Background: an optimization exercise with open tools, aiming at small area. Do not read the settings as production practice. Function was checked by simulation only, so behaviour that the tests miss may differ from the original. Power and IR drop assume default switching activity.

==> 07-12 <==
==> flow/design.v <==
`default_nettype none
package fpPrepPkg;
    typedef enum logic [1:0] {
        MODE_FP16 = 2'b00,
        MODE_FP32 = 2'b01,
        MODE_RSVD = 2'b10,
        MODE_OFF  = 2'b11
    } precMode_t;
    typedef enum logic {
        TILE_HHLL = 1'b0,   
        TILE_HLHL = 1'b1    
    } tileOrder_t;
    localparam int LANES       = 16;   
    localparam int GROUP_LANES = 4;    
    localparam int OPERAND_W   = 256;
    localparam int FP16_W      = 16;
    localparam int FP16_EXP_W  = 5;
    localparam int FP16_FRAC_W = 10;
    localparam int FP32_W      = 32;
    localparam int FP32_EXP_W  = 8;
    localparam int FP32_FRAC_W = 23;
    localparam int TILE_W    = 13;
    localparam int TILE_LO_W = 13;   
    typedef logic [7:0]        expField_t;   
    typedef logic [9:0]        expSum_t;     
    typedef logic [TILE_W-1:0] manTile_t;
    localparam logic [GROUP_LANES*10-1:0] FP32_LANE_OFFSET = {
        10'd0,
        10'd13,
        10'd13,
        10'd26
    };
endpackage
`default_nettype wire
`default_nettype none
module fpMulPrepTop (
    input  wire logic                                   clk,
    input  wire logic                                   rstn,
    input  wire logic [fpPrepPkg::OPERAND_W-1:0]        i_a,
    input  wire logic [fpPrepPkg::OPERAND_W-1:0]        i_b,
    input  wire fpPrepPkg::precMode_t                   i_mode,
    output logic [fpPrepPkg::LANES-1:0]                 o_sign,
    output fpPrepPkg::expSum_t  [fpPrepPkg::LANES-1:0]  o_exp,
    output fpPrepPkg::manTile_t [fpPrepPkg::LANES-1:0]  o_manA,
    output fpPrepPkg::manTile_t [fpPrepPkg::LANES-1:0]  o_manB,
    output fpPrepPkg::precMode_t                        o_mode
);
    fpPrepPkg::precMode_t modeQ;
    always_ff @(posedge clk or negedge rstn) begin
        if (!rstn) modeQ <= fpPrepPkg::MODE_OFF;
        else       modeQ <= i_mode;
    end
    logic m16, m32;
    assign m16 = (modeQ == fpPrepPkg::MODE_FP16);
    assign m32 = (modeQ == fpPrepPkg::MODE_FP32);
    logic [15:0]      sx16;      
    logic [15:0]      hidA16, hidB16;
    logic [15:0]      zA16, zB16;
    logic [9:0]       fracA16 [16];
    logic [9:0]       fracB16 [16];
    logic [5:0]       sum16   [16];
    logic [3:0]       sx32;
    logic [30:0]      wA32 [4];   
    logic [30:0]      wB32 [4];
    logic [8:0]       sum32 [4];
    for (genvar l = 0; l < 8; l++) begin : gLo
        logic [14:0] aQ, bQ;
        logic        lcin;
        always_ff @(posedge clk) begin
            aQ <= i_a[16*l +: 15];
            bQ <= i_b[16*l +: 15];
        end
        if (l % 2 == 0) begin : gEven
            logic aS, bS;
            always_ff @(posedge clk) begin
                aS <= i_a[16*l+15];
                bS <= i_b[16*l+15];
            end
            assign sx16[l] = aS ^ bS;
            assign lcin    = 1'b0;
        end else begin : gOdd
            logic sx;
            logic [3:0] lo3;   
            always_ff @(posedge clk) begin
                sx <= i_a[16*l+15] ^ i_b[16*l+15];
            end
            assign sx16[l] = sx;
            assign lo3     = {1'b0, aQ[9:7]} + {1'b0, bQ[9:7]};
            assign lcin    = lo3[3] & modeQ[0];
            assign sum32[l/2] = {sum16[l], lo3[2:0]};
        end
        assign hidA16[l]  = |aQ[14:10];
        assign hidB16[l]  = |bQ[14:10];
        assign fracA16[l] = aQ[9:0];
        assign fracB16[l] = bQ[9:0];
        assign sum16[l]   = {1'b0, aQ[14:10]} + {1'b0, bQ[14:10]} + {5'd0, lcin};
    end
    for (genvar g = 0; g < 4; g++) begin : gW32
        assign sx32[g] = sx16[2*g+1];
        assign wA32[g] = {gLo[2*g+1].aQ, gLo[2*g].gEven.aS, gLo[2*g].aQ};
        assign wB32[g] = {gLo[2*g+1].bQ, gLo[2*g].gEven.bS, gLo[2*g].bQ};
    end
    for (genvar l = 8; l < 16; l++) begin : gHi
        logic       sx, hA, hB;
        logic [5:0] es;
        logic [9:0] fA, fB;
        always_ff @(posedge clk) begin
            sx <= i_a[16*l+15] ^ i_b[16*l+15];
            hA <= |i_a[16*l+10 +: 5];
            hB <= |i_b[16*l+10 +: 5];
            es <= {1'b0, i_a[16*l+10 +: 5]} + {1'b0, i_b[16*l+10 +: 5]};
            fA <= i_a[16*l +: 10];
            fB <= i_b[16*l +: 10];
        end
        assign sx16[l]    = sx;
        assign hidA16[l]  = hA;
        assign hidB16[l]  = hB;
        assign fracA16[l] = fA;
        assign fracB16[l] = fB;
        assign sum16[l]   = es;
    end
    for (genvar l = 0; l < 16; l++) begin : gZ
        assign zA16[l] = ~hidA16[l] & ~|fracA16[l];
        assign zB16[l] = ~hidB16[l] & ~|fracB16[l];
    end
    for (genvar l = 0; l < 16; l++) begin : gOut
        localparam int G = l / 4;
        localparam int P = l % 4;
        logic        v16, v32;
        logic        hidA32, hidB32;
        logic [12:0] tA16, tB16, tA32, tB32;
        logic [9:0]  e32;
        assign v16 = m16 & ~zA16[l] & ~zB16[l];
        assign v32 = m32 & (|wA32[G]) & (|wB32[G]);
        assign hidA32 = |wA32[G][30:23];
        assign hidB32 = |wB32[G][30:23];
        assign tA16 = {2'b00, hidA16[l], fracA16[l]};
        assign tB16 = {2'b00, hidB16[l], fracB16[l]};
        assign tA32 = (P < 2)      ? {2'b00, hidA32, wA32[G][22:13]} : wA32[G][12:0];
        assign tB32 = (P % 2 == 0) ? {2'b00, hidB32, wB32[G][22:13]} : wB32[G][12:0];
        assign e32 = {1'b0, sum32[G]} + fpPrepPkg::FP32_LANE_OFFSET[P*10 +: 10];
        assign o_sign[l] = (v16 & sx16[l]) | (v32 & sx32[G]);
        assign o_exp[l]  = ({10{v16}} & {4'd0, sum16[l]}) | ({10{v32}} & e32);
        assign o_manA[l] = ({13{m16}} & tA16) | ({13{m32}} & tA32);
        assign o_manB[l] = ({13{m16}} & tB16) | ({13{m32}} & tB32);
    end
    assign o_mode = modeQ;
endmodule
`default_nettype wire
==> flow/flow/run.sh <==
#!/bin/bash
# The standard layout with these changes:
#  - synthesis maps logic with abc's area-oriented default script and without
#    ORFS's adder extraction (abc_override.tcl); registers are untouched;
#  - port buffers use the smallest buffer cell;
#  - IO pins may sit one track apart, so a smaller die fits all 1110 pins;
#  - the clock tree uses clkbuf_8 cells, up to 12 registers per leaf buffer, and no dummy loads.
set -euo pipefail
W=$PWD
{ head -n 1 synth_recipe.tcl; cat flow/abc_override.tcl; tail -n +2 synth_recipe.tcl; } > synth_area.tcl
sed -e "s#SYNTH_SCRIPT=[^ ]*#SYNTH_SCRIPT=$W/synth_area.tcl ADDER_MAP_FILE=#" standard.sh > standard_area.sh
grep -q "SYNTH_SCRIPT=$W/synth_area.tcl" standard_area.sh
export BUFFER_PORTS_ARGS="-buffer_cell sky130_fd_sc_hd__buf_1"
export PLACE_PINS_ARGS="-min_distance 1 -min_distance_in_tracks"
export CTS_ARGS="-sink_clustering_enable -repair_clock_nets -dont_use_dummy_load -buf_list sky130_fd_sc_hd__clkbuf_8 -sink_clustering_size 12 -sink_clustering_max_diameter 50"
bash standard_area.sh > standard.log 2>&1
==> flow/flow/abc_override.tcl <==
# Map with abc's default area-oriented liberty script instead of ORFS's
# delay-driven one (the clock period leaves ample slack). Only the
# combinational mapping changes: registers are mapped before this by dfflibmap.
proc abc {args} {
  foreach opt {-script -D} {
    set i [lsearch -exact $args $opt]
    if {$i >= 0} { set args [lreplace $args $i [expr {$i + 1}]] }
  }
  yosys abc {*}$args
}
==> flow/standard.sh <==
#!/bin/bash
# synth_recipe.tcl (not shown) runs the flow's synth.tcl, then flattens the netlist and writes it again
# the make line also repeats each setting of config.mk as NAME=value (left out here)
make -C /OpenROAD-flow-scripts/flow DESIGN_CONFIG=/design/flow/config.mk WORK_HOME=/design/flow/orfs CLKGATE_MAP_FILE= SYNTH_SCRIPT=/design/flow/synth_recipe.tcl "${@:-finish}"
==> flow/config.mk <==
export PLATFORM = sky130hd
export DESIGN_NAME = fpMulPrepTop
export DESIGN_NICKNAME = fpMulPrepTop
export VERILOG_FILES = /design/flow/design.v
export SDC_FILE = /design/flow/constraint.sdc
export NUM_CORES = 4
export LEC_CHECK = 0
export CAP_MARGIN = 20
export CORE_AREA = 5 5 235 235
export DIE_AREA = 0 0 240 240
export SLEW_MARGIN = 20
==> flow/constraint.sdc <==
create_clock -name core_clock -period 8.0 [get_ports {clk}]
set_input_delay 1.6000 -clock core_clock [delete_from_list [all_inputs] [get_ports {clk}]]
set_output_delay 1.6000 -clock core_clock [all_outputs]
set_load 0.01 [all_outputs]
==> 11-19: changes against 07-12 <==
==> flow/flow/run.sh (replaced) <==
#!/bin/bash
# The standard layout with these changes:
#  - synthesis maps logic with an area-oriented abc script (area.abc) and maps
#    ripple-carry full adders to fa cells (abc_override.tcl); registers are
#    untouched;
#  - port buffers use the smallest buffer cell;
#  - IO pins may sit one track apart, so a smaller die fits all 1110 pins;
#  - each input port's buffer is moved next to its pin before detailed
#    placement (input_buffers_at_pins.tcl), so port nets need no antenna diodes;
#  - the one tie-low cell that synthesis makes drives all the constant-zero
#    outputs (no per-port tie cells);
#  - the clock tree uses clkbuf_8 cells, up to 16 registers per leaf buffer, and no dummy loads.
set -euo pipefail
W=$PWD
{ head -n 1 synth_recipe.tcl; cat flow/abc_override.tcl; tail -n +2 synth_recipe.tcl; } > synth_area.tcl
sed -e "s#SYNTH_SCRIPT=[^ ]*#SYNTH_SCRIPT=$W/synth_area.tcl#" standard.sh > standard_area.sh
grep -q "SYNTH_SCRIPT=$W/synth_area.tcl" standard_area.sh
export ABC_AREA_SCRIPT="$W/flow/area.abc"
export BUFFER_PORTS_ARGS="-buffer_cell sky130_fd_sc_hd__buf_1"
export PLACE_PINS_ARGS="-min_distance 1 -min_distance_in_tracks"
export CTS_ARGS="-sink_clustering_enable -repair_clock_nets -dont_use_dummy_load -buf_list sky130_fd_sc_hd__clkbuf_8 -sink_clustering_size 16 -sink_clustering_max_diameter 60"
export SKIP_REPAIR_TIE_FANOUT=1
export PRE_DETAIL_PLACE_TCL="$W/flow/input_buffers_at_pins.tcl"
bash standard_area.sh > standard.log 2>&1
==> flow/flow/abc_override.tcl (replaced) <==
# Map with an area-oriented abc script (flow/area.abc: yosys's default liberty
# script with the mapper's delay constraint relaxed) instead of ORFS's
# delay-driven one; the clock period leaves ample slack. Only the
# combinational mapping changes: registers are mapped before this by dfflibmap.
proc abc {args} {
  foreach opt {-script -D} {
    set i [lsearch -exact $args $opt]
    if {$i >= 0} { set args [lreplace $args $i [expr {$i + 1}]] }
  }
  yosys abc {*}$args -script $::env(ABC_AREA_SCRIPT)
}
# Keep ripple-carry adders (no Kogge-Stone carry map) and skip the generic abc
# pass inside synth, so that the full-adder extraction below finds the adders.
proc synth {args} {
  set i [lsearch -exact $args -extra-map]
  if {$i >= 0} { set args [lreplace $args $i [expr {$i + 1}]] }
  yosys synth -nofsm -noshare -noabc {*}$args
}
# Map full adders to fa cells; half adders are left to abc.
proc extract_fa {args} { yosys extract_fa -fa {*}$args }
==> flow/flow/area.abc (new file) <==
strash
&get -n
&fraig -x
&put
dc2
strash
&get -n
&dch -f
&nf -R 1000
&put
==> flow/flow/input_buffers_at_pins.tcl (new file) <==
# Before detailed placement: move the buffer of each input port next to its
# pin, so the port's own (undriven) net stays short and needs no antenna diode.
# Detailed placement then legalizes the moved buffers.
set block [ord::get_db_block]
set core [$block getCoreArea]
set site_w 460
set row_h 2720
set moved 0
foreach bterm [$block getBTerms] {
  if {[$bterm getIoType] ne "INPUT"} { continue }
  set net [$bterm getNet]
  if {$net eq "NULL"} { continue }
  set iterms [$net getITerms]
  if {[llength $iterms] != 1} { continue }
  set inst [[lindex $iterms 0] getInst]
  if {[$inst isFixed]} { continue }
  set bbox [$bterm getBBox]
  set x [expr {([$bbox xMin] + [$bbox xMax]) / 2}]
  set y [expr {([$bbox yMin] + [$bbox yMax]) / 2}]
  set w [[$inst getMaster] getWidth]
  set x [expr {max([$core xMin], min($x, [$core xMax] - $w))}]
  set y [expr {max([$core yMin], min($y, [$core yMax] - $row_h))}]
  $inst setLocation $x $y
  incr moved
}
puts "Moved $moved input buffers next to their pins."
--- a/flow/config.mk
+++ b/flow/config.mk
@@ -6,6 +6,6 @@
 export NUM_CORES = 4
 export LEC_CHECK = 0
 export CAP_MARGIN = 20
-export CORE_AREA = 5 5 235 235
-export DIE_AREA = 0 0 240 240
+export CORE_AREA = 5 5 185 185
+export DIE_AREA = 0 0 190 190
 export SLEW_MARGIN = 20
==> comparison table <==
Combinational power share: 11-19 23.3%; 07-12 22.1%
VDD IR max: 11-19 0.1425 mV; 07-12 0.1289 mV
Die X: 11-19 190 um; 07-12 240 um
Maximum net fanout on the critical path: 11-19 7; 07-12 14
Total combinational power: 11-19 1.19 mW; 07-12 1.21 mW
Post-synthesis adder-cell area fraction: 11-19 6.367%; 07-12 2.074%
Clock network contribution to total cell area: 11-19 2.211%; 07-12 3.159%
Post-Synth Simple-Gate Area: 11-19 13.38%; 07-12 13.14%
Final hold slack: 11-19 0.9652 ns; 07-12 0.9352 ns
Outcome: 11-19 finished clean; 07-12 finished clean
Worst slew margin relative to its limit: 11-19 23.92%; 07-12 25.10%
Share of total power in sequential cells: 11-19 53.5%; 07-12 50.4%
Core region area: 11-19 0.03229 sq mm; 07-12 0.05245 sq mm
Smallest setup slack after layout: 11-19 1.375 ns; 07-12 1.910 ns
Met1 GRT Util: 11-19 55.32%; 07-12 44.57%
Util after Layout: 11-19 73.25%; 07-12 47.34%
Count of nets after finishing: 11-19 3386; 07-12 3525

==> what the ideal ports hide <==
No port has a modelled driver above. Below, the same layouts with a new extraction and two added sets of constraints. Step 1, drivers: a clkbuf_16 drives clk and a buf_2 each remaining input, both assumed. Step 2 also shifts input and output timing later by t, the mid clock arrival at the registers, as if the neighbouring blocks saw the same clock. Slacks: no drivers / after step 1 / after step 2; pairs: no drivers / after step 1.
run	shift t [ns]	slack for setup (ns)	worst hold slack (ns)
07-12	0.740	1.910 / 1.852 / 2.592	0.935 / 0.922 / 1.662
11-19	0.618	1.375 / 1.322 / 1.940	0.965 / 0.939 / 1.557
After both steps every run listed still meets setup and hold.
